Source: an optimization exercise on an open RTL-to-GDS flow (aim: small area, a short achievable clock period and few clock cycles per item). Production flows keep margins and buffers that such runs may drop. Where RTL was checked, it was by simulation tests only, not by an equivalence proof against the original. Function not checked in run 2: the RTL went through the layout flow alone.

==> flow/design.v, too long to show whole: its modules and the start of the top module <==
// module epoch_seconds_to_civil_date_top: 2381 lines
module epoch_seconds_to_civil_date_top (
	input  logic                                clk,
	input  logic                                arst_n,
	input  logic                                in_valid,
	output logic                                in_ready,
	input  logic signed [e2cd_pkg::SECS_W-1:0]  unix_seconds,
	output logic                                out_valid,
	input  logic                                out_ready,
	output logic signed [e2cd_pkg::YEAR_W-1:0]  year,
	output logic [e2cd_pkg::MONTH_W-1:0]        month,
	output logic [e2cd_pkg::DOM_W-1:0]          day_of_month,
	output logic [e2cd_pkg::WDAY_W-1:0]         weekday
);
  // ...
==> flow/run.sh <==
#!/bin/bash
# synth_recipe.tcl (not shown) runs the flow's synth.tcl, then flattens the netlist and writes it again
# the make line also repeats each setting of config.mk as NAME=value (left out here)
make -C /OpenROAD-flow-scripts/flow DESIGN_CONFIG=/design/flow/config.mk WORK_HOME=/design/flow/orfs CLKGATE_MAP_FILE= SYNTH_SCRIPT=/design/flow/synth_recipe.tcl finish
==> flow/config.mk <==
export PLATFORM = sky130hd
export DESIGN_NAME = epoch_seconds_to_civil_date_top
export DESIGN_NICKNAME = epoch_seconds_to_civil_date_top
export VERILOG_FILES = /design/flow/design.v
export SDC_FILE = /design/flow/constraint.sdc
export NUM_CORES = 4
export LEC_CHECK = 0
export ABC_AREA = 1
export CAP_MARGIN = 20
export CORE_MARGIN = 2
export CORE_UTILIZATION = 55
export SETUP_SLACK_MARGIN = 3.6
export SLEW_MARGIN = 20
==> flow/constraint.sdc <==
create_clock -name core_clock -period 8.5 [get_ports {clk}]
set_input_delay 1.7000 -clock core_clock [delete_from_list [all_inputs] [get_ports {clk}]]
set_output_delay 1.7000 -clock core_clock [all_outputs]
set_load 0.01 [all_outputs]
==> flow_metrics.py, run 1 <==
metrics = {
    "placed_design": {
        "place_inst": 3439,
        "placed_cell_area_um2": 28970,
    },
    "timing": {
        "whs_ns": 0.4142,
        "hold_viol_final": 0,
    },
    "clocking": {
        "cts_sinks": 250,
        "cts_buffers": 31,
        "cts_setup_buffers": 37,
    },
    "global_routing": {
        "antenna_found_initial": 0,
        "met3_usage": 0.04004,
        "grt_pass1_vias": 19320,
    },
    "synth": {
        "synthSimpleGateAreaFrac": 0.08975,
        "yosysTopAreaCell": "fa_1",
        "synth_mux_area_frac": 0,
        "syn-mean-instance-area_um2": 10.13,
        "yosys.area_share.xor_xnor": 0.04613,
    },
    "floorplanning": {
        "start_util": 0.5579,
    },
    "final_layout": {
        "buffer_area_frac": 0.04530,
        "drive_gt1_frac": 0.09560,
        "largestRegisters": "s_0: 41 flops, out_q: 36 flops",
    },
    "status": {
        "status": "timing/DRC/antenna clean",
    },
    "detailed_routing": {
        "wl_per_cell_um": 17.00,
    },
    "worst_setup_path": {
        "r2r-end": "out_q[7]$_DFFE_PP_",
        "critPathTopFamily": "adder cells",
    },
}
Testbench counts, summed over its fixed seeds: cycles 32,048, items 32,000.
==> run 2, diff against run 1 <==
--- a/flow/design.v
+++ b/flow/design.v
@@ -19,17 +19,19 @@
 	output logic [e2cd_pkg::DOM_W-1:0]          day_of_month,
 	output logic [e2cd_pkg::WDAY_W-1:0]         weekday
 );
 	localparam int NV = 5;    
 	logic          adv;
 	logic [NV-1:0] vld_q;
 	logic          ov_q;
 	logic [35:0]   out_q;
-	assign adv = !ov_q || out_ready;
+	logic kv_q;
+	logic [35:0] skid_q;
+	assign adv = !kv_q;
 	assign in_ready = adv;
 	logic [40:0] s_0;
 	always_ff @(posedge clk) begin
 		if (adv) begin
 			s_0 <= unix_seconds[47:7];
 		end
 	end
 	logic [14:0] q0_1;
@@ -2362,27 +2364,53 @@
 	logic [23:0] y5;
 	assign y5 = yr_sum[23:0];
 	logic [3:0]  m5;
 	logic [4:0]  d5;
 	logic [35:0] res5;
 	assign m5   = jf ? 4'(mp - 4'd9) : 4'(mp + 4'd3);
 	assign d5   = 5'(ny - mstart + 9'd1);
 	assign res5 = {y5, m5, d5, wd_4};
+	logic take;
+	logic arrive;
+	assign take   = ov_q && out_ready;
+	assign arrive = adv && vld_q[NV-1];
 	always_ff @(posedge clk or negedge arst_n) begin
 		if (!arst_n) begin
 			vld_q <= '0;
 			ov_q  <= 1'b0;
-		end else if (adv) begin
-			vld_q <= {vld_q[NV-2:0], in_valid};
-			ov_q  <= vld_q[NV-1];
+			kv_q  <= 1'b0;
+		end else begin
+			if (adv) begin
+				vld_q <= {vld_q[NV-2:0], in_valid};
+			end
+			if (kv_q) begin
+				if (take) begin
+					kv_q <= 1'b0;
+				end
+			end else if (arrive) begin
+				if (ov_q && !out_ready) begin
+					kv_q <= 1'b1;
+				end else begin
+					ov_q <= 1'b1;
+				end
+			end else if (take) begin
+				ov_q <= 1'b0;
+			end
 		end
 	end
 	always_ff @(posedge clk) begin
-		if (adv) begin
+		if (!kv_q && arrive && ov_q && !out_ready) begin
+			skid_q <= res5;
+		end
+		if (kv_q) begin
+			if (take) begin
+				out_q <= skid_q;
+			end
+		end else if (arrive && (!ov_q || out_ready)) begin
 			out_q <= res5;
 		end
 	end
 	assign out_valid    = ov_q;
 	assign year         = out_q[35:12];
 	assign month        = out_q[11:8];
 	assign day_of_month = out_q[7:3];
 	assign weekday      = out_q[2:0];
==> flow/config.mk (replaced) <==
export PLATFORM = sky130hd
export DESIGN_NAME = epoch_seconds_to_civil_date_top
export DESIGN_NICKNAME = epoch_seconds_to_civil_date_top
export VERILOG_FILES = /design/flow/design.v
export SDC_FILE = /design/flow/constraint.sdc
export NUM_CORES = 4
export LEC_CHECK = 0
export ABC_AREA = 1
export CAP_MARGIN = 20
export CORE_MARGIN = 2
export CORE_UTILIZATION = 45
export SETUP_SLACK_MARGIN = 4.0
export SLEW_MARGIN = 20
==> run 2 against run 1 <==
Sequential cell count increased by 37; global-route usage decreased by 3.9 points; fmax decreased by 7.1%; critical endpoint is now out_q[32]$_DFFE_PP_.
==> flow_metrics.py, run 2 <==
metrics = {
    "placed_design": {
        "hpwl_um": 50190,
        "place_congestion": 0.9607,
        "numPortBuffers": 82,
    },
    "global_routing": {
        "grt_pass1_vias": 20950,
        "grtUsageTotal": 0.2065,
        "grt_remaining_overflow": 0,
        "grt_pass1_wl_um": 108600,
        "antenna_found_initial": 0,
        "grt_max_degree": 90,
    },
    "clocking": {
        "cts_tree": "done",
        "hold_buffers": 0,
        "clockBufferDepth": 3,
        "worstSkewPairLatency_ns": 0.55,
        "cts_max_level": 2,
        "cts_root_buf": "clkbuf_16",
        "cts_buffers": 34,
        "clkSlewWorstSetupHoldPaths_ns": 0.06,
        "cts_sinks": 287,
    },
    "final_layout": {
        "finalNetCount": 3859,
        "largest_reg_flops": 41,
        "final_common_cell": "inv_1",
        "multiInputGateArea_um2": 19090,
        "final_cell_mix": "inv_1 (597), fa_1 (371), nand2_1 (349)",
        "areaGrowthSynthToFinish_pct": 23.54,
        "ff_latch_area_um2": 8583,
        "drive_gt1_frac": 0.1978,
        "fillers": 5422,
        "largestRegisters": "s_0: 41 flops, out_q: 36 flops, skid_q: 36 flops",
        "top_register": "s_0",
        "diodes": 0,
    },
    "synth": {
        "yosysWarnings": 1,
        "yosysMostFrequentCell": "inv_1",
        "ys.flop_type": "edfxtp_1",
        "yosysTopAreaCell": "edfxtp_1",
        "synth-edff-count": 280,
        "synthCells": 2769,
        "ys_types": 56,
        "synth_area_um2": 28570,
        "synth_top_area_share": 0.2943,
        "ys_ff_latch": 287,
        "syn-num-nets": 3505,
        "yosys-top-cells-area": "edfxtp_1 (29%), fa_1 (27%), ha_1 (13%)",
        "synth-async-reset-ratio": 0.02439,
        "syn-mean-instance-area_um2": 10.32,
        "synth_common_cells": "inv_1 (648), fa_1 (392), nand2_1 (387)",
        "yosysSeqAreaShare": 0.3004,
    },
    "timing": {
        "hold_viol_final": 0,
        "slew_headroom": 0.3218,
        "final.setup.tns_ns": 0,
        "period_minus_slack_ns": 5.201,
        "finalSetupViolCount": 0,
        "fin_crit_sh": 0.6118,
        "fin_worst_skew_ns": 0.02695,
        "slew_viol_final": 0,
        "grt_setup_unrepaired": "true",
        "worstMarginPinSlew_ns": 1.015,
        "fmax_ghz": 0.1923,
    },
    "worst_setup_path": {
        "path_buf_inv": 5,
        "worst_ep_required_time_ns": 8.77,
        "crit_type": "reg2reg",
        "r2r_cells": 30,
        "crit_slowest_cell": "fa_1",
        "critPathTopFamily": "adder cells",
        "critPathMaxStageDelay_ns": 0.56,
        "startpoint_type": "flop",
        "crit_cells": 30,
        "critPathMaxFanout": 3,
        "cp.arrival_ns": 5.47,
        "end_kind": "flop",
    },
    "floorplanning": {
        "core-area_um2": 62970,
        "row_count": 92,
        "num_io_pins": 90,
        "start_util": 0.4537,
        "chipHeight_um": 256.0,
        "die_w_um": 256.0,
        "die-area_um2": 65520,
    },
    "detailed_routing": {
        "dr_total_vias": 19840,
        "final_antenna_net_count": 0,
        "wl_per_cell_um": 16.99,
        "drc": 0,
        "drtIter0Drc": 1060,
        "vias_per_cell": 4.971,
        "drt-total-wl_um": 67800,
        "drt_pass1_iterations": 8,
    },
    "status": {
        "status": "timing/DRC/antenna clean",
    },
    "flow_run": {
        "cap_violations": 0,
    },
    "hold_path": {
        "hold_depth": 0,
        "min_path_type": "reg2reg",
    },
}
run 2: cell count changes in the layout (fill, tap and decap cells not counted), moves of 15 or more:
cell and delta:
nand2_1 +54, xnor2_1 -15, a21oi_1 -17, o21ai_0 -16, buf_4 +125, inv_2 +27
ha_1 -32, buf_6 +41, ha_4 +34, inv_1 -73, edfxtp_1 +36, fa_1 -18
fa_2 +18
run 2: path summary, 6_finish.rpt:
| path | start | endpoint | slack (ns) |
|---|---|---|---|
| max reg2reg | yc_4[2]$_DFFE_PN_ | out_q[32]$_DFFE_PP_ | 3.30 |
| min in group asynchronous | arst_n | vld_q[0]$_DFFE_PN0N_ | 1.44 |
| min reg2reg | s_0[22]$_DFFE_PN_ | ulo_1[22]$_DFFE_PN_ | 0.41 |
| max | yc_4[2]$_DFFE_PN_ | out_q[32]$_DFFE_PP_ | 3.30 |
| min | s_0[22]$_DFFE_PN_ | ulo_1[22]$_DFFE_PN_ | 0.41 |
| max in group asynchronous | arst_n | vld_q[3]$_DFFE_PN0N_ | 6.82 |
run 2: kinds of logic (layout without fill, tap and decap cells):
group	Yosys count	after routing	share of synthesized area
adder cells (fa/ha/maj)	684	684	0.4026
buffers and inverters	672	1048	0.08842
AND/OR/NAND/NOR	649	649	0.09767
AO/OA/AOI/OAI	334	334	0.06675
flip-flops	287	287	0.3004
XOR/XNOR	142	142	0.04380
multiplexers	1	1	0.0003504
run 2: worst register-to-register path: cells and delay by family (launching register included):
family / cells / cell delay [ns]
flops: 1 / 0.44
fa+ha+maj: 6 / 1.99
xor+xnor: 1 / 0.16
buf+inv: 5 / 0.39
simple gates: 16 / 1.61
compound gates: 2 / 0.34
run 2: cell type report:
cell class / count / area share
clock buffer: 38 / 0.02453
clock inverter: 20 / 0.006310
inverter: 658 / 0.07236
multi-input combinational: 1810 / 0.5409
sequential: 287 / 0.2432
tap: 846 / 0.02999
timing repair buffer: 332 / 0.08274
run 2: per-layer routing:
layer | wire, um | share of wire | GRT usage | vias to the layer above
met1 | 28410 | 0.42 | 0.2573 | 9789
met5 | 0 | 0 | 0 | -
li1 | - | - | - | 9541
met3 | 2070 | 0.031 | 0.02169 | 122
met2 | 35210 | 0.52 | 0.3778 | 386
met4 | 2120 | 0.031 | 0.06124 | 0
run 2: repair_timing:
action	CTS	global route
pin swaps	79	134
resized for setup	166	212
setup endpoints to repair	84	80
setup buffers	147	99
run 2: through the flow:
step	cells	area, um2	util	hold slack, ns	setup slack [ns]
floorplan	2769	28740	-	0.4003	3.594
global placement	3686	30610	0.4862	0.4008	2.967
detailed placement	3686	30610	0.4862	0.4045	2.941
CTS	3891	33620	0.5339	0.4163	3.317
global route	3991	35290	0.5605	0.4251	3.019
finish	3991	35290	0.5605	0.4143	3.299

[separate check: timing with driven ports]
No port has a modelled driver above. Below, the same layouts with a new extraction and two added sets of constraints. Step 1, drivers: a clkbuf_16 drives clk and a buf_2 each remaining input, both assumed. Step 2 also shifts input and output timing later by t, the mid clock arrival at the registers, as if the neighbouring blocks saw the same clock. Slacks: ideal / step 1 / step 2; pairs: ideal / step 1.
| run | t, ns | setup WS [ns] | worst setup path at the end | latest minus earliest clock arrival (ns) |
|---|---|---|---|---|
| run 1 | 0.651 | 3.668 / 3.656 / 3.656 | input to output | 0.012 / 0.013 |
| run 2 | 0.587 | 3.299 / 3.299 / 3.299 | register to register | 0.032 / 0.032 |
After both steps every run listed still meets setup and hold. The setup slack of run 1, which loses most, moves by -0.012 ns with the drivers and by -0.012 ns with both steps.
